From an optimization exercise on the open Yosys and OpenROAD flow, aimed at small area, a short achievable clock period and few clock cycles per item; shortcuts taken in it are not production practice. Function was checked by simulation only, so behaviour that the tests miss may differ from the original. Power figures rest on the tool's default switching activity, not on a simulated workload.

$ cat design/flow/config.mk
export PLATFORM = sky130hd
export DESIGN_NAME = fifo_slot_dispatcher
export DESIGN_NICKNAME = fifo_slot_dispatcher
export VERILOG_FILES = /design/flow/design.v
export SDC_FILE = /design/flow/constraint.sdc
export NUM_CORES = 4
export LEC_CHECK = 0
export CAP_MARGIN = 30
export CORE_MARGIN = 2
export CORE_UTILIZATION = 60
export CTS_BUF_LIST = sky130_fd_sc_hd__clkbuf_16
export CTS_CLUSTER_DIAMETER = 60
export CTS_CLUSTER_SIZE = 30
export PLACE_DENSITY = 0.7
export SLEW_MARGIN = 40
export SYNTH_MEMORY_MAX_BITS = 8192
$ cat design/flow/constraint.sdc
create_clock -name core_clock -period 10.0 [get_ports {aclk}]
set_input_delay 2.0000 -clock core_clock [delete_from_list [all_inputs] [get_ports {aclk}]]
set_output_delay 2.0000 -clock core_clock [all_outputs]
set_load 0.01 [all_outputs]
$ cat design/flow/design.v
package fsd_pkg;
    localparam int SLOT_COUNT  = 8;
    localparam int QUEUE_DEPTH = 64;
    localparam int QPTR_W = $clog2(QUEUE_DEPTH);
    localparam int QCNT_W = $clog2(QUEUE_DEPTH + 1);
    localparam int JOB_W  = 16;
    localparam int DUR_W  = 24;
    localparam int TICK_W = 32;
    localparam int QENT_W = JOB_W + DUR_W + TICK_W;
    localparam int IN_W  = 1 + JOB_W + DUR_W;
    localparam int OUT_W = 2 + JOB_W + 3 + TICK_W + 4 + 1 + 1;
    localparam logic [1:0] KIND_START    = 2'd0;
    localparam logic [1:0] KIND_COMPLETE = 2'd1;
    localparam logic [1:0] KIND_SUMMARY  = 2'd2;
    localparam logic [1:0] KIND_OVERFLOW = 2'd3;
endpackage
module fsd_ram #(
    parameter int WIDTH = 8,
    parameter int DEPTH = 16
) (
    input  logic                     aclk,
    input  logic                     wr_en,
    input  logic [DEPTH-1:0]         wr_sel,
    input  logic [WIDTH-1:0]         wr_data,
    input  logic [DEPTH-1:0]         rd_sel,
    output logic [WIDTH-1:0]         rd_data
);
    logic [WIDTH-1:0] mem_reg [DEPTH];
    always_ff @(posedge aclk) begin
        for (int i = 0; i < DEPTH; i++) begin
            if (wr_en && wr_sel[i]) begin
                mem_reg[i] <= wr_data;
            end
        end
    end
    always_comb begin
        rd_data = '0;
        for (int i = 0; i < DEPTH; i++) begin
            rd_data = rd_data | (mem_reg[i] & {WIDTH{rd_sel[i]}});
        end
    end
endmodule
module fsd_inbuf #(
    parameter int W = 8
) (
    input  logic         aclk,
    input  logic         aresetn,
    input  logic         s_valid,
    output logic         s_ready,
    input  logic [W-1:0] s_data,
    output logic         o_valid,
    output logic [W-1:0] o_data,
    input  logic         o_pop
);
    logic         v0_reg, v1_reg;
    logic         rdy_reg;           
    logic [W-1:0] d0_reg, d1_reg;
    logic         push;
    assign s_ready = rdy_reg;
    assign push    = s_valid && rdy_reg;
    assign o_valid = v0_reg;
    assign o_data  = d0_reg;
    always_ff @(posedge aclk) begin
        if (!aresetn) begin
            v0_reg  <= 1'b0;
            v1_reg  <= 1'b0;
            rdy_reg <= 1'b1;
        end else if (o_pop) begin
            rdy_reg <= 1'b1;
            if (v1_reg) begin
                v1_reg <= 1'b0;
            end else if (!push) begin
                v0_reg <= 1'b0;
            end
        end else begin
            rdy_reg <= !(push && v0_reg) && !v1_reg;
            if (push) begin
                if (v0_reg) begin
                    v1_reg <= 1'b1;
                end else begin
                    v0_reg <= 1'b1;
                end
            end
        end
    end
    always_ff @(posedge aclk) begin
        if ((o_pop && (v1_reg || push)) || (push && !v0_reg)) begin
            d0_reg <= v1_reg ? d1_reg : s_data;
        end
        if (push && v0_reg && !o_pop) begin
            d1_reg <= s_data;
        end
    end
endmodule
module fsd_outbuf #(
    parameter int W = 8
) (
    input  logic         aclk,
    input  logic         aresetn,
    input  logic         i_valid,
    output logic         i_ready,
    input  logic [W-1:0] i_data,
    output logic         m_valid,
    input  logic         m_ready,
    output logic [W-1:0] m_data
);
    logic         mv_reg;
    logic [W-1:0] md_reg;
    assign i_ready = !mv_reg || m_ready;
    assign m_valid = mv_reg;
    assign m_data  = md_reg;
    always_ff @(posedge aclk) begin
        if (!aresetn) begin
            mv_reg <= 1'b0;
        end else if (i_ready) begin
            mv_reg <= i_valid;
        end
    end
    always_ff @(posedge aclk) begin
        if (i_ready) begin
            md_reg <= i_data;
        end
    end
endmodule
import fsd_pkg::*;
module fsd_datapath (
    input  logic              aclk,
    input  logic              aresetn,
    input  logic              cfg_valid,
    input  logic              cfg_addr,
    input  logic [15:0]       cfg_data,
    input  logic              iv,
    input  logic [IN_W-1:0]   idata,
    output logic              ipop,
    input  logic              ordy,
    output logic              ovalid,
    output logic [OUT_W-1:0]  odata
);
    localparam int NS = SLOT_COUNT;
    logic [NS-1:0]     act_reg;
    logic [15:0]       limit_reg;
    logic [15:0]       cnt_reg;
    logic [15:0]       need_reg;
    logic              lim_upd_reg;
    logic              done_reg;
    logic [TICK_W-1:0] tick_reg;
    logic [TICK_W-1:0] tref_reg;         
    logic [QUEUE_DEPTH-1:0] wsel_reg;    
    logic [QUEUE_DEPTH-1:0] rsel_reg;    
    logic [QCNT_W-1:0] qcount_reg;
    logic [QENT_W-1:0] hd_reg;           
    logic [QENT_W-1:0] q_rd;
    logic [NS-1:0]     busy_reg;
    logic [NS-1:0]     c1_reg;           
    logic [JOB_W-1:0]  sid_reg [NS];
    logic [DUR_W-1:0]  rem_reg [NS];
    logic              disp_reg;         
    logic [QCNT_W-1:0] qav_reg;          
    logic              qnz_reg;          
    logic              qavnz_reg;        
    logic              emit_reg;         
    logic [NS-1:0]     emask_reg;        
    logic [NS-1:0]     nsh_reg;          
    logic [3:0]        bsnap_reg;
    logic [3:0]        ncomp_reg;        
    logic              cupd_reg;         
    logic              i_cmd;
    logic [JOB_W-1:0]  i_job;
    logic [DUR_W-1:0]  i_dur;
    assign {i_cmd, i_job, i_dur} = idata;
    logic [JOB_W-1:0]  h_job;
    logic [DUR_W-1:0]  h_dur;
    logic [TICK_W-1:0] h_arr;
    assign {h_job, h_dur, h_arr} = hd_reg;
    function automatic logic [2:0] enc8(input logic [7:0] oh);
        enc8 = '0;
        for (int i = 0; i < 8; i++) begin
            if (oh[i]) enc8 = enc8 | 3'(i);
        end
    endfunction
    function automatic logic [7:0] sort8(input logic [7:0] v);
        logic [7:0] a;
        logic       t;
        a = v;
        for (int p = 0; p < 8; p++) begin
            for (int i = p % 2; i + 1 < 8; i += 2) begin
                t        = a[i] | a[i+1];
                a[i+1]   = a[i] & a[i+1];
                a[i]     = t;
            end
        end
        sort8 = a;
    endfunction
    function automatic logic [3:0] pop8(input logic [7:0] v);
        pop8 = '0;
        for (int i = 0; i < 8; i++) begin
            pop8 = pop8 + 4'(v[i]);
        end
    endfunction
    logic [NS-1:0] idle_act, dsel, comp, csel, esel, need_oh, atleast;
    logic [2:0]    didx, cidx, eidx;
    logic [3:0]    nbusy;
    logic          qfull, qempty, can_disp, run_ends;
    logic          idle_st, tick_go, do_start, do_commit, do_emit, disp_nx;
    logic [QCNT_W-1:0] qcount_nx, qav_nx;
    logic [TICK_W-1:0] tick_nx;
    logic          arr_drop, arr_write, arr_ovf, tick_drop;
    always_comb begin
        idle_act = ~busy_reg & act_reg;
        dsel     = idle_act & (~idle_act + 1'b1);
        didx     = enc8(dsel);
        comp     = busy_reg & c1_reg;
        csel     = comp & (~comp + 1'b1);
        cidx     = enc8(csel);
        esel     = emask_reg & (~emask_reg + 1'b1);
        eidx     = enc8(esel);
        nbusy    = pop8(busy_reg);
        atleast  = sort8(comp);
        for (int k = 0; k < NS; k++) begin
            need_oh[k] = (need_reg == 16'(k + 1));
        end
        qfull    = qcount_reg[QCNT_W-1];
        qempty   = !qnz_reg;
        can_disp = (|idle_act) && (disp_reg ? qavnz_reg : qnz_reg);
        run_ends = |(need_oh & atleast);
        idle_st   = !disp_reg && !emit_reg;
        tick_go   = disp_reg || (idle_st && iv && i_cmd && !done_reg);
        do_start  = tick_go && ordy && can_disp;
        do_commit = tick_go && ordy && !can_disp;
        do_emit   = emit_reg && ordy;
        arr_drop  = iv && !i_cmd && !disp_reg && done_reg;
        arr_write = iv && !i_cmd && !done_reg && !qfull;
        arr_ovf   = iv && !i_cmd && idle_st && !done_reg && qfull && ordy;
        tick_drop = iv && i_cmd && idle_st && done_reg;
        disp_nx   = do_start || (disp_reg && !do_commit);
        tick_nx   = (tick_go && ordy && !disp_reg) ? tick_reg + 1'b1 : tick_reg;
        qcount_nx = qcount_reg + QCNT_W'(arr_write) - QCNT_W'(do_start);
        qav_nx    = do_start ? (disp_reg ? qav_reg : qcount_reg) - 1'b1 : qav_reg;
        ipop = arr_drop || arr_write || arr_ovf || tick_drop
            || (idle_st && (do_start || do_commit));
    end
    fsd_ram #(
        .WIDTH (QENT_W),
        .DEPTH (QUEUE_DEPTH)
    ) u_queue (
        .aclk    (aclk),
        .wr_en   (1'b1),
        .wr_sel  (wsel_reg),
        .wr_data ({i_job, i_dur, tick_reg}),
        .rd_sel  (rsel_reg),
        .rd_data (q_rd)
    );
    always_comb begin
        ovalid = 1'b0;
        odata  = '0;
        if (arr_ovf) begin
            ovalid = 1'b1;
            odata  = {KIND_OVERFLOW, i_job, 3'd0, 32'd0, 4'd0, 1'b0, 1'b1};
        end else if (do_start) begin
            ovalid = 1'b1;
            odata  = {KIND_START, h_job, didx, tref_reg - h_arr, 4'd0, 1'b0, 1'b0};
        end else if (do_commit) begin
            ovalid = 1'b1;
            if (comp != '0) begin
                odata = {KIND_COMPLETE, sid_reg[cidx], cidx, 32'd0, 4'd0, need_oh[0], 1'b0};
            end else begin
                odata = {KIND_SUMMARY, 16'd0, 3'd0, 32'd0, nbusy, 1'b0, 1'b1};
            end
        end else if (do_emit) begin
            ovalid = 1'b1;
            if (emask_reg != '0) begin
                odata = {KIND_COMPLETE, sid_reg[eidx], eidx, 32'd0, 4'd0, nsh_reg[0], 1'b0};
            end else begin
                odata = {KIND_SUMMARY, 16'd0, 3'd0, 32'd0, bsnap_reg, done_reg, 1'b1};
            end
        end
    end
    always_ff @(posedge aclk) begin
        if (!aresetn) begin
            act_reg     <= '1;
            limit_reg   <= 16'd80;
            cnt_reg     <= '0;
            need_reg    <= 16'd80;
            lim_upd_reg <= 1'b0;
            cupd_reg    <= 1'b0;
            done_reg    <= 1'b0;
            tick_reg    <= '0;
            tref_reg    <= '0;
            qnz_reg     <= 1'b0;
            wsel_reg    <= QUEUE_DEPTH'(1);
            rsel_reg    <= QUEUE_DEPTH'(2);
            qcount_reg  <= '0;
            busy_reg    <= '0;
            disp_reg    <= 1'b0;
            emit_reg    <= 1'b0;
        end else begin
            lim_upd_reg <= 1'b0;
            if (cfg_valid) begin
                if (cfg_addr == 1'b0) begin
                    act_reg <= (cfg_data[3:0] >= 4'd8) ? 8'hFF
                             : 8'((9'd1 << cfg_data[3:0]) - 9'd1);
                end else begin
                    limit_reg   <= cfg_data;
                    lim_upd_reg <= 1'b1;
                end
            end
            if (lim_upd_reg) begin
                need_reg <= (limit_reg > cnt_reg) ? limit_reg - cnt_reg : 16'd1;
            end
            cupd_reg <= do_commit && !run_ends;
            if (cupd_reg) begin
                need_reg <= need_reg - 16'(ncomp_reg);
                cnt_reg  <= (17'(cnt_reg) + 17'(ncomp_reg) > 17'hFFFF) ? 16'hFFFF
                          : cnt_reg + 16'(ncomp_reg);
            end
            if (arr_write) begin
                wsel_reg <= {wsel_reg[QUEUE_DEPTH-2:0], wsel_reg[QUEUE_DEPTH-1]};
            end
            qcount_reg <= qcount_nx;
            qnz_reg    <= arr_write || (qnz_reg && !(do_start && qcount_reg == QCNT_W'(1)));
            tick_reg <= tick_nx;
            if (!disp_nx) begin
                tref_reg <= tick_nx;
            end else if (!disp_reg) begin
                tref_reg <= tick_reg;
            end
            if (do_start) begin
                disp_reg   <= 1'b1;
                busy_reg   <= busy_reg | dsel;
                rsel_reg   <= {rsel_reg[QUEUE_DEPTH-2:0], rsel_reg[QUEUE_DEPTH-1]};
            end
            if (do_commit) begin
                disp_reg <= 1'b0;
                busy_reg <= busy_reg & ~comp;
                if (run_ends) begin
                    done_reg <= 1'b1;
                end
                if (comp != '0) begin
                    emit_reg <= 1'b1;
                end
            end
            if (do_emit && emask_reg == '0) begin
                emit_reg <= 1'b0;
            end
        end
    end
    always_ff @(posedge aclk) begin
        qav_reg   <= qav_nx;
        qavnz_reg <= do_start ? ((disp_reg ? qav_reg : qcount_reg) != QCNT_W'(1)) : qavnz_reg;
        if (arr_write && (qempty || (do_start && qcount_reg == QCNT_W'(1)))) begin
            hd_reg <= {i_job, i_dur, tick_reg};
        end else if (do_start) begin
            hd_reg <= q_rd;
        end
        for (int s = 0; s < NS; s++) begin
            if (do_start && dsel[s]) begin
                sid_reg[s] <= h_job;
                rem_reg[s] <= h_dur;
                c1_reg[s]  <= (h_dur[DUR_W-1:1] == '0);
            end else if (do_commit && busy_reg[s]) begin
                rem_reg[s] <= rem_reg[s] - 1'b1;
                c1_reg[s]  <= (rem_reg[s] == DUR_W'(2));
            end
        end
        if (do_commit) begin
            bsnap_reg <= nbusy;
            ncomp_reg <= pop8(comp);
            emask_reg <= need_oh[0] ? '0 : comp & ~csel;
            nsh_reg   <= need_oh >> 1;
        end else if (do_emit && emask_reg != '0) begin
            emask_reg <= nsh_reg[0] ? '0 : emask_reg & ~esel;
            nsh_reg   <= nsh_reg >> 1;
        end
    end
endmodule
import fsd_pkg::*;
module fifo_slot_dispatcher (
    input  logic              aclk,
    input  logic              aresetn,
    input  logic              cfg_valid,
    output logic              cfg_ready,
    input  logic              cfg_addr,
    input  logic [15:0]       cfg_data,
    input  logic              s_valid,
    output logic              s_ready,
    input  logic              s_cmd,
    input  logic [JOB_W-1:0]  s_job_id,
    input  logic [DUR_W-1:0]  s_duration,
    output logic              m_valid,
    input  logic              m_ready,
    output logic [1:0]        m_kind,
    output logic [JOB_W-1:0]  m_out_job,
    output logic [2:0]        m_slot,
    output logic [TICK_W-1:0] m_wait_ticks,
    output logic [3:0]        m_busy_slots,
    output logic              m_done_res,
    output logic              m_last
);
    logic             iv;
    logic [IN_W-1:0]  idata;
    logic             ipop;
    logic             ordy;
    logic             ovalid;
    logic [OUT_W-1:0] odata;
    assign cfg_ready = 1'b1;
    fsd_inbuf #(
        .W (IN_W)
    ) u_in (
        .aclk    (aclk),
        .aresetn (aresetn),
        .s_valid (s_valid),
        .s_ready (s_ready),
        .s_data  ({s_cmd, s_job_id, s_duration}),
        .o_valid (iv),
        .o_data  (idata),
        .o_pop   (ipop)
    );
    fsd_datapath u_dp (
        .aclk      (aclk),
        .aresetn   (aresetn),
        .cfg_valid (cfg_valid),
        .cfg_addr  (cfg_addr),
        .cfg_data  (cfg_data),
        .iv        (iv),
        .idata     (idata),
        .ipop      (ipop),
        .ordy      (ordy),
        .ovalid    (ovalid),
        .odata     (odata)
    );
    fsd_outbuf #(
        .W (OUT_W)
    ) u_out (
        .aclk    (aclk),
        .aresetn (aresetn),
        .i_valid (ovalid),
        .i_ready (ordy),
        .i_data  (odata),
        .m_valid (m_valid),
        .m_ready (m_ready),
        .m_data  ({m_kind, m_out_job, m_slot, m_wait_ticks, m_busy_slots, m_done_res, m_last})
    );
endmodule
$ cat design/flow/flow/run.sh
#!/bin/bash
# The standard layout (standard synthesis, floorplan, placement, CTS, routing), with
# - every input and output port buffered by a buf_4 instead of the default delay buffer
set -euo pipefail
bash standard.sh SETUP_SLACK_MARGIN=6.7 \
    'BUFFER_PORTS_ARGS=-buffer_cell sky130_fd_sc_hd__buf_4' \
    finish > standard_flow.log 2>&1
$ cat design/flow/standard.sh
#!/bin/bash
# synth_recipe.tcl (not shown) runs the flow's synth.tcl, then flattens the netlist and writes it again
# the make line also repeats each setting of config.mk as NAME=value (left out here)
make -C /OpenROAD-flow-scripts/flow DESIGN_CONFIG=/design/flow/config.mk WORK_HOME=/design/flow/orfs CLKGATE_MAP_FILE= SYNTH_SCRIPT=/design/flow/synth_recipe.tcl "${@:-finish}"
==> results of run 1 <==
final timing paths:
check | from | end | slack, ns | cells after the start
worst max-delay path | u_out.md_reg[50]$_DFFE_PN_ | m_out_job[9] | 6.31 | 1
worst min-delay path | u_dp.limit_reg[0]$_SDFFE_PN0P_ | u_dp.limit_reg[0]$_SDFFE_PN0P_ | 0.47 | 2
worst max register to register | u_dp.rsel_reg[61]$_SDFFE_PN0P_ | u_dp.hd_reg[34]$_DFFE_PP_ | 6.49 | 7
worst min register to register | u_dp.limit_reg[0]$_SDFFE_PN0P_ | u_dp.limit_reg[0]$_SDFFE_PN0P_ | 0.47 | 2
final cells by class:
class / instances / area [um^2] / share of cell area
inverters: 144 / 643 / 0.00283
repair inverters: 2 / 20.0 / 0.0000880
multi-input cells: 5924 / 40700 / 0.179
clock buffers: 339 / 8480 / 0.0373
repair buffers: 641 / 6870 / 0.0302
diodes: 56 / 140 / 0.000616
well taps: 4536 / 5680 / 0.0249
flip-flops and latches: 5451 / 162000 / 0.710
clock inverters: 267 / 3450 / 0.0151
synth_stat cells (26+ instances only):
master,instances
sky130_fd_sc_hd__a31oi_1,108
sky130_fd_sc_hd__nand2b_1,35
sky130_fd_sc_hd__dfxtp_1,273
sky130_fd_sc_hd__nor3_1,160
sky130_fd_sc_hd__a21o_1,27
sky130_fd_sc_hd__a22oi_1,1331
sky130_fd_sc_hd__mux2i_1,27
sky130_fd_sc_hd__nor4_1,132
sky130_fd_sc_hd__nand2_1,596
sky130_fd_sc_hd__nor2b_1,27
sky130_fd_sc_hd__edfxtp_1,5178
sky130_fd_sc_hd__a221oi_1,563
sky130_fd_sc_hd__xor2_1,88
sky130_fd_sc_hd__nor2_1,476
sky130_fd_sc_hd__xnor2_1,173
sky130_fd_sc_hd__mux2_2,71
sky130_fd_sc_hd__nand3_1,315
sky130_fd_sc_hd__inv_1,139
sky130_fd_sc_hd__a22o_1,505
sky130_fd_sc_hd__buf_1,196
sky130_fd_sc_hd__nand4_1,314
sky130_fd_sc_hd__o21ai_0,219
sky130_fd_sc_hd__a21oi_1,355
sky130_fd_sc_hd__clkbuf_1,529
sky130_fd_sc_hd__ha_1,92
sky130_fd_sc_hd__and3_1,26
cell usage in the layout (no fill, tap or decap), types with 56 or more instances in the layout:
| master | n |
|---|---|
| sky130_fd_sc_hd__a21oi_1 | 338 |
| sky130_fd_sc_hd__a221oi_1 | 561 |
| sky130_fd_sc_hd__a22o_1 | 505 |
| sky130_fd_sc_hd__a22oi_1 | 1331 |
| sky130_fd_sc_hd__a31oi_1 | 106 |
| sky130_fd_sc_hd__buf_12 | 68 |
| sky130_fd_sc_hd__buf_4 | 384 |
| sky130_fd_sc_hd__buf_6 | 151 |
| sky130_fd_sc_hd__clkbuf_16 | 344 |
| sky130_fd_sc_hd__dfxtp_1 | 105 |
| sky130_fd_sc_hd__dfxtp_4 | 134 |
| sky130_fd_sc_hd__diode_2 | 56 |
| sky130_fd_sc_hd__edfxtp_1 | 5178 |
| sky130_fd_sc_hd__ha_1 | 81 |
| sky130_fd_sc_hd__inv_1 | 137 |
| sky130_fd_sc_hd__mux2_2 | 71 |
| sky130_fd_sc_hd__nand2_1 | 585 |
| sky130_fd_sc_hd__nand3_1 | 309 |
| sky130_fd_sc_hd__nand4_1 | 314 |
| sky130_fd_sc_hd__nor2_1 | 470 |
| sky130_fd_sc_hd__nor3_1 | 153 |
| sky130_fd_sc_hd__nor4_1 | 123 |
| sky130_fd_sc_hd__o21ai_0 | 144 |
| sky130_fd_sc_hd__o21ai_1 | 71 |
| sky130_fd_sc_hd__xnor2_1 | 172 |
| sky130_fd_sc_hd__xor2_1 | 88 |
timing repair:
item / in CTS / in global routing
gates cloned: 13 / 14
resized for setup: 138 / 81
setup endpoints to repair: 731 / 365
pin swaps: 16 / 32
buffers inserted: 34 / 27
stage by stage:
stage / std cells / hold WS [ns]
after floorplan: 12250 / 0.431
after global placement: 16544 / 0.446
after detailed placement: 16582 / 0.455
after CTS: 17235 / 0.472
after global routing: 17307 / 0.499
final: 17360 / 0.471
cell families (layout without fill, tap and decap cells):
group,Yosys count,in the layout,share of synthesized area
DFF,5451,5451,0.789
other,1,57,0.0000184
xor gates and xnor gates,261,261,0.0112
adders and majority gates,108,108,0.00707
buffers and inverters,893,1393,0.0167
muxes,98,98,0.00524
AOI/OAI and AO/OA,3247,3254,0.119
and+or+nand+nor,2191,2202,0.0519
layer usage:
metal / global-route usage / wire length [um] / vias to the layer above / part of all wire
met3: 0.213 / 171000 / 4916 / 0.20
met2: 0.657 / 339000 / 17847 / 0.41
met5: 0.000831 / 288 / - / 0.00035
met1: 0.582 / 243000 / 68309 / 0.29
met4: 0.327 / 81700 / 28 / 0.098
li1: - / - / 50485 / -
where the power goes:
| group | internal (mW) | leakage (nW) | switching (mW) |
|---|---|---|---|
| combinational | 0.619 | 16.2 | 1.97 |
| sequential | 25.7 | 49.4 | 0.244 |
| clock | 7.14 | 5.80 | 8.68 |
| total | 33.4 | 71.5 | 10.9 |
==> flow_results.org, run 1 <==
** Synth
- After synthesis the cells add up to 204000 um^2.
- Number of synthesized flops with an enable pin :: 5178
- Average instance area after synthesis :: 16.7 um^2
- Of the synthesized area, sequential elements account for 0.789.
- Largest area contributor in the synthesized netlist :: sky130_fd_sc_hd__edfxtp_1
- When the netlist entered floorplanning its net count stood at 12418.
- Count of unique library cells instantiated by Yosys :: 87
- Of the post-synthesis cell area, the dominant cell type holds 0.762.
- Among all flip-flop cells after synthesis, the most frequent one is sky130_fd_sc_hd__edfxtp_1.
- Syn Inst Count :: 12250
- Number of register bits inferred by synthesis :: 5451
- Count of warnings emitted by yosys :: 7
- After synthesis, the share of flip-flops with an asynchronous set or reset is 0.
- Ranking of synthesized cells by area :: sky130_fd_sc_hd__edfxtp_1, sky130_fd_sc_hd__a22oi_1, sky130_fd_sc_hd__dfxtp_1, sky130_fd_sc_hd__a221oi_1, sky130_fd_sc_hd__a22o_1

** Floorplan
- Die boundary height :: 587 um
- Total Die Area :: 345000 um^2
- The total area inside the core boundary comes to 339000 um^2.
- FP Rows :: 214
- Effective utilization at floorplan :: 0.602
- Pin placement for this block handled 125 I/O pins.
- In this run the horizontal extent of the chip is 587 um.

** Pwr
- Summed over all cells, the static leakage comes to 71.5 nW.
- Dividing total power by cell area gives a power density of 195 nW/um^2.
- Total design power :: 44.3 mW
- VDD sags by at most 0.166 mV.

** Place
- Instance area after placement :: 213000 um^2
- At the end of routability-driven placement, the weighted congestion stood at 0.895.
- Timing analysis after detailed placement gives a worst setup slack of 4.14 ns.
- Port buffering added 123 buffers.
- HPWL after detailed placement :: 429000 um

** Clock network
- Sink count of the clock tree :: 5451
- The clock reaches the later pin of the worst-skew pair after 1.04 ns.
- TritonCTS built the clock tree.
- Clock edge transition at the registers on the reported setup and hold paths :: 0.08 ns
- Clock tree synthesis inserted a total of 328 buffers.
- The number of hold buffers added after CTS was 0.
- Clock Path Buffers :: 4
- H-tree lvl count :: 5
- In this run the clock root is driven by a sky130_fd_sc_hd__clkbuf_16.

** Worst setup path
- Startpoint class of the critical path :: register
- Together, buffers and inverters on the worst path number 1.
- Arrival time of data at the critical path endpoint :: 1.69 ns
- Cell family with the largest share of critical-path delay :: flip-flops
- The signal on the critical path passes through buf_6.
- The largest individual stage delay along the critical path comes from the cell sky130_fd_sc_hd__edfxtp_1.
- STA puts the critical path data required time at 8.00 ns.
- In this design, the stage delay of the slowest critical-path cell is 0.53 ns.
- STA classifies the critical path endpoint as a primary output.
- Classification of the worst setup path :: reg -> out
- Along the worst path, the maximum fanout reaches 1.

** Global routing
- Global-route total usage across every layer :: 0.469
- Via count of the first global-routing pass :: 127040
- After global routing the overflow that remains totals 0.
- The number of antenna violations at the first check in global routing came to 40.
- Maximum number of pins on one net before global-route repair :: 118
- The first global-routing pass estimated 1090000 um of wire.

** Detailed routing
- Detailed Routing Iterations Pass 1 :: 13
- Number of DRC violations after detailed routing :: 0
- After the first detailed-routing iteration, the DRC count stood at 34424.
- Total Routed Length :: 834000 um
- Post-DRT Antenna Nets :: 0
- Per-cell via count in the routed design :: 8.16
- Wire per inst :: 48.0 um
- Total via count in the routed design :: 141585

** Timing
- Final WS setup :: 6.31 ns
- Final Hold Vio Count :: 0
- Setup violations remaining at the end of the flow were counted as 0.
- Setup tns final :: 0 ns
- Unrepaired setup endpoints after global routing :: true
- Clock Skew :: 0.0945 ns
- The final max-slew violation count was 0.
- In the finished design, the share of the clock period the worst path needs comes to 0.369.
- The clock period could shrink to 3.69 ns.
- The worst pin sits at a relative slew slack of 0.140.
- At the pin with the least slew margin, the transition time is 1.29 ns.
- FMAX :: 271 MHz

** Cells and area
- Of the cells placed in the final design, the portion with a size suffix greater than 1 is 0.128.
- Number of flip-flops under the largest register name :: 4608
- Final cell area excluding filler cells :: 227000 um^2
- For this run, the post-layout net count is 12660.
- Filler instances :: 22060
- At the end of the flow the core is filled with cells to 0.671.
- The area growth from synthesis to layout is 11.5%.

** Flow run
- Maximum Capacitance Violations :: 0

** Run status
- The run finished with no timing, DRC or antenna violations.

** Min path
- Class of the tightest hold or removal check :: reg -> reg
Testbench counts, summed over its fixed seeds: cycles 17,533, items 12,008.
==> run 2: changes to the inputs <==
==> design/flow/flow/run.sh (replaced) <==
#!/bin/bash
# The standard layout (standard synthesis, floorplan, placement, CTS, routing), with
# - every input and output port buffered by a buf_4 instead of the default delay buffer
set -euo pipefail
bash standard.sh SETUP_SLACK_MARGIN=6.6 \
    'BUFFER_PORTS_ARGS=-buffer_cell sky130_fd_sc_hd__buf_4' \
    finish > standard_flow.log 2>&1
--- a/design/flow/config.mk
+++ b/design/flow/config.mk
@@ -11,6 +11,6 @@
 export CTS_BUF_LIST = sky130_fd_sc_hd__clkbuf_16
 export CTS_CLUSTER_DIAMETER = 60
 export CTS_CLUSTER_SIZE = 30
-export PLACE_DENSITY = 0.7
+export PLACE_DENSITY = 0.76
 export SLEW_MARGIN = 40
 export SYNTH_MEMORY_MAX_BITS = 8192
==> flow_results.org, run 2 <==
** Run status
- Result of the run: no timing/DRC/antenna violations (unchanged).

** Pwr
- The part of the power in the clock network is 0.338 (was 0.357).
- The largest vdd supply drop came to 0.152 mV (was 0.166 mV).
- The leakage power total was 70.2 nW (was 71.5 nW).
- Power Internal :: 32.6 mW (was 33.4 mW)
- Total design power :: 42.8 mW (was 44.3 mW)
- Proportion of power drawn by flip-flops and latches :: 0.605 (was 0.585)
- The total power per unit cell area was 191 nW/um^2 (was 195 nW/um^2).
- The switching power summed over all nets was 10.2 mW (was 10.9 mW).
- The part of the power in combinational logic was 0.057 (was 0.058).
- Sw frac :: 0.238 (was 0.246)

** Worst setup path
- The required time of the critical path was 10.78 ns (was 8.00 ns).
- Max FO, Critical Path :: 26 (was 1)
- Arrival time of data at the critical path endpoint :: 4.50 ns (was 1.69 ns)
- The critical path class is reg -> reg (was reg -> out).
- The launching element type of the critical path is a register (unchanged).
- The timing endpoint of the critical path is u_dp.hd_reg[62]$_DFFE_PP_ (was m_out_job[9]).
- The nature of the critical path endpoint was a register (was primary output).
- The depth of the worst register-to-register path came to 8 (was 7).
- The critical register-to-register path startpoint is u_dp.rsel_reg[18]$_SDFFE_PN0P_ (was u_dp.rsel_reg[61]$_SDFFE_PN0P_).
- The minimum setup slack among reg-to-reg paths came to 6.28 ns (was 6.49 ns).
- Reg-to-reg endpoint :: u_dp.hd_reg[62]$_DFFE_PP_ (was u_dp.hd_reg[34]$_DFFE_PP_)
- The first element of the critical path is u_dp.rsel_reg[18]$_SDFFE_PN0P_ (was u_out.md_reg[50]$_DFFE_PN_).

** Detailed routing
- Total via count in the routed design :: 143424 (was 141585)
- DRC violation total after the first TritonRoute iteration :: 36338 (was 34424)
- The post-route antenna net violation count was 0 (unchanged).
- Detailed Routing Iterations Pass 1 :: 13 (unchanged)
- The total length of routed wires is 814000 um (was 834000 um).
- Number of DRC violations after detailed routing :: 0 (unchanged)
- Per-cell via count in the routed design :: 8.31 (was 8.16)
- The per-cell routed wire length was 47.2 um (was 48.0 um).

** Min path
- Class of the tightest hold or removal check :: reg -> reg (unchanged)

** Synth
- The primary flip-flop cell chosen by synthesis mapping was sky130_fd_sc_hd__edfxtp_1 (unchanged).
- Synthesized area :: 204000 um^2 (unchanged)
- Sequential area share after synthesis :: 0.789 (unchanged)
- Most instantiated library cell after synthesis :: sky130_fd_sc_hd__edfxtp_1 (unchanged)
- Synth top cells by count: sky130_fd_sc_hd__edfxtp_1, sky130_fd_sc_hd__a22oi_1, sky130_fd_sc_hd__nand2_1 (unchanged).
- Share of flip-flops with an asynchronous set or reset after synthesis :: 0 (unchanged)
- Ranking of synthesized cells by area :: sky130_fd_sc_hd__edfxtp_1, sky130_fd_sc_hd__a22oi_1, sky130_fd_sc_hd__dfxtp_1, sky130_fd_sc_hd__a221oi_1, sky130_fd_sc_hd__a22o_1 (unchanged)
- Syn Inst Count :: 12250 (unchanged)
- Number of synthesized flops with an enable pin :: 5178 (unchanged)
- Proportion of netlist area held by the largest area contributor :: 0.762 (unchanged)
- Count of warnings emitted by yosys :: 7 (unchanged)
- The synthesis-stage register bit count was 5451 (unchanged).
- The post-synthesis net count came to 12418 (unchanged).
- The average size of a mapped cell was 16.7 um^2 (unchanged).
- The largest area contributor in the synthesized netlist is sky130_fd_sc_hd__edfxtp_1 (unchanged).
- The number of distinct library cells after synthesis came to 87 (unchanged).

** Timing
- Setup tns final :: 0 ns (unchanged)
- Worst Tran Pin Value :: 1.08 ns (was 1.29 ns)
- Clock Skew :: 0.0790 ns (was 0.0945 ns)
- Number of setup violations in the final report :: 0 (unchanged)
- Final Critical Period :: 3.72 ns (was 3.69 ns)
- The headroom to the max-slew limit came to 0.278 (was 0.140).
- The post-route clock period utilization is 0.372 (was 0.369).
- The worst hold slack across all endpoints was 0.467 ns (was 0.471 ns).
- The peak clock frequency supported by timing was 269 MHz (was 271 MHz).
- Final Hold Vio Count :: 0 (unchanged)
- The final max-slew violation count came to 0 (unchanged).
- Final WS setup :: 6.28 ns (was 6.31 ns)
- Unrepaired setup endpoints after global routing :: true (unchanged)

** Global routing
- Layer carrying the most global-route usage :: met2 (unchanged)
- Wire length of the first global-routing pass :: 1070000 um (was 1090000 um)
- The number of antenna violations at the first check in global routing was 48 (was 40).
- Global route total overflow :: 0 (unchanged)
- The maximum number of pins on one net before global-route repair is 92 (was 118).
- Via count of the first global-routing pass :: 129192 (was 127040)
- GR Layer Usage met3 :: 0.234 (was 0.213)
- The met2 layer usage reported by global route was 0.631 (was 0.657).
- Global-route total usage across every layer :: 0.458 (was 0.469)
- The global-route track usage on met1 is 0.548 (was 0.582).

** Clock network
- The number of hold buffers added after CTS came to 0 (unchanged).
- The maximum level of the CTS H-tree was 5 (unchanged).
- The TritonCTS clock tree was done (unchanged).
- Inserted Clock Buffers :: 295 (was 328)
- Sink count of the clock tree :: 5451 (unchanged)
- The insertion delay to the later sink of the worst-skew pair was 1.03 ns (was 1.04 ns).
- The clock transition time at the flip-flop clock pins of the worst setup and hold paths was 0.11 ns (was 0.08 ns).
- The maximum number of buffers from clock root to sink came to 4 (unchanged).
- The clock root buffer is sky130_fd_sc_hd__clkbuf_16 (unchanged).

** Place
- Dpl cells :: 16565 (was 16582)
- The area after detailed placement came to 212000 um^2 (was 213000 um^2).
- The final RePlAce weighted congestion is 0.900 (was 0.895).
- The total of buffers placed on input and output ports came to 123 (unchanged).
- Post-place setup slack :: 4.52 ns (was 4.14 ns)
- The post-detailed-placement half-perimeter wirelength came to 417000 um (was 429000 um).

** Floorplan
- The total die area was 345000 um^2 (unchanged).
- Horiz. Die Dim :: 587 um (unchanged)
- The die boundary height is 587 um (unchanged).
- The number of cell rows was 214 (unchanged).
- The initial core utilization came to 0.602 (unchanged).
- The area of the core region came to 339000 um^2 (unchanged).
- Total I/O pin count :: 125 (unchanged)

** Cells and area
- Leading cell type in the layout, fill and taps excluded :: sky130_fd_sc_hd__edfxtp_1 (unchanged)
- Filler instances :: 21598 (was 22060)
- Final cell area excluding filler cells :: 225000 um^2 (was 227000 um^2)
- Number of flip-flops under the largest register name :: 4608 (unchanged)
- The utilization of the core after routing is 0.663 (was 0.671).
- Fraction of final layout cells with drive strength greater than 1 :: 0.117 (was 0.128)
- The total number of nets in the final design came to 12576 (was 12660).
- Growth of design area from synthesis to finish :: 10.1% (was 11.5%)
- Commonest cells after routing, fill and taps aside: sky130_fd_sc_hd__edfxtp_1, sky130_fd_sc_hd__a22oi_1, sky130_fd_sc_hd__nand2_1 (unchanged).
- Number of standard cells in the final layout excluding fillers :: 17266 (was 17360)

** Flow run
- Maximum Capacitance Violations :: 0 (unchanged)
-- run 2: how the worst min path moves through the flow --
stage	start	to	slack, ns	depth (start not counted)
2_1_floorplan	u_dp.cnt_reg[6]$_SDFFE_PN0P_	u_dp.cnt_reg[6]$_SDFFE_PN0P_	0.43	1
3_3_place_gp	u_dp.cnt_reg[6]$_SDFFE_PN0P_	u_dp.cnt_reg[6]$_SDFFE_PN0P_	0.45	1
3_5_place_dp	u_dp.cnt_reg[6]$_SDFFE_PN0P_	u_dp.cnt_reg[6]$_SDFFE_PN0P_	0.46	1
4_1_cts	u_dp.cnt_reg[6]$_SDFFE_PN0P_	u_dp.cnt_reg[6]$_SDFFE_PN0P_	0.47	1
5_1_grt	u_dp.tref_reg[29]$_SDFFE_PN0P_	u_dp.tref_reg[29]$_SDFFE_PN0P_	0.49	2
6_report	u_dp.cnt_reg[6]$_SDFFE_PN0P_	u_dp.cnt_reg[6]$_SDFFE_PN0P_	0.47	1
-- run 2: logic make-up after synthesis --
logic type	Yosys count	share of synthesized area
adder cells (fa/ha/maj)	108	0.00707
flip-flops	5451	0.789
AND/OR/NAND/NOR	2191	0.0519
other	1	0.0000184
XOR/XNOR	261	0.0112
buffers and inverters	893	0.0167
AO/OA/AOI/OAI	3247	0.119
multiplexers	98	0.00524
-- run 2: final cells by class --
type	count	area (um^2)	share of cell area
antenna	85	213	0.000947
timing repair buffer	596	5860	0.0261
timing repair inverter	2	17.5	0.0000780
inverter	144	622	0.00277
clock inverter	226	2680	0.0119
tap	4536	5680	0.0253
sequential	5451	162000	0.719
clock buffer	308	7710	0.0343
multi-input combinational	5918	40400	0.180
-- run 2: repair_timing --
item,in CTS,in global routing
cloned,9,5
gates resized for setup,102,63
buffers inserted,17,32
pin swaps,8,37
endpoints found under the setup margin,858,278
-- run 2: power by group through the flow --
| stage | clock network [mW] | registers, mW | logic [mW] |
|---|---|---|---|
| after global routing | 15.0 | 25.9 | 2.46 |
| after CTS | 14.3 | 25.9 | 2.18 |
| after global placement | 0 | 26.4 | 2.01 |
| after floorplan | 0 | 26.7 | 0.722 |
| after detailed placement | 0 | 26.4 | 2.11 |
| final | 14.5 | 25.9 | 2.43 |
-- run 2: layer usage --
metal  share of wire  up-vias
met1            0.28    67806
met5          0.0016        -
met4            0.11       44
met2            0.40    19504
li1                -    50267
met3            0.22     5803
-- run 2: worst max-delay path: stages, from the launching register on --
cell	delay [ns]
sky130_fd_sc_hd__dfxtp_4	0.80
sky130_fd_sc_hd__buf_4	0.82
sky130_fd_sc_hd__buf_4	0.68
sky130_fd_sc_hd__buf_12	0.27
sky130_fd_sc_hd__a22o_1	0.18
sky130_fd_sc_hd__a221oi_1	0.06
sky130_fd_sc_hd__nand4_1	0.21
sky130_fd_sc_hd__nor3_1	0.08
sky130_fd_sc_hd__a31oi_1	0.22

[afterwards: timing with drivers on the ports]
No port has a modelled driver above. Below, the same layouts with a new extraction and two added sets of constraints. Step 1, drivers: a clkbuf_16 drives aclk and a buf_2 each remaining input, both assumed. Step 2, shift: input delay + t, output delay - t, t = (earliest + latest rising clock arrival at the registers) / 2. This alone moves slack from input paths to output paths. Three values: no drivers, after step 1, after step 2; two values: the first two.
run	shift t [ns]	slack for setup (ns)	pins driven straight from the clock port
run 1	1.126	6.307 / 6.179 / 5.430	1
run 2	1.091	6.279 / 6.185 / 5.468	1
After both steps setup and hold are still met in every run listed. For run 1, which loses most, drivers alone change the setup slack by -0.128 ns; drivers and shift together by -0.877 ns.
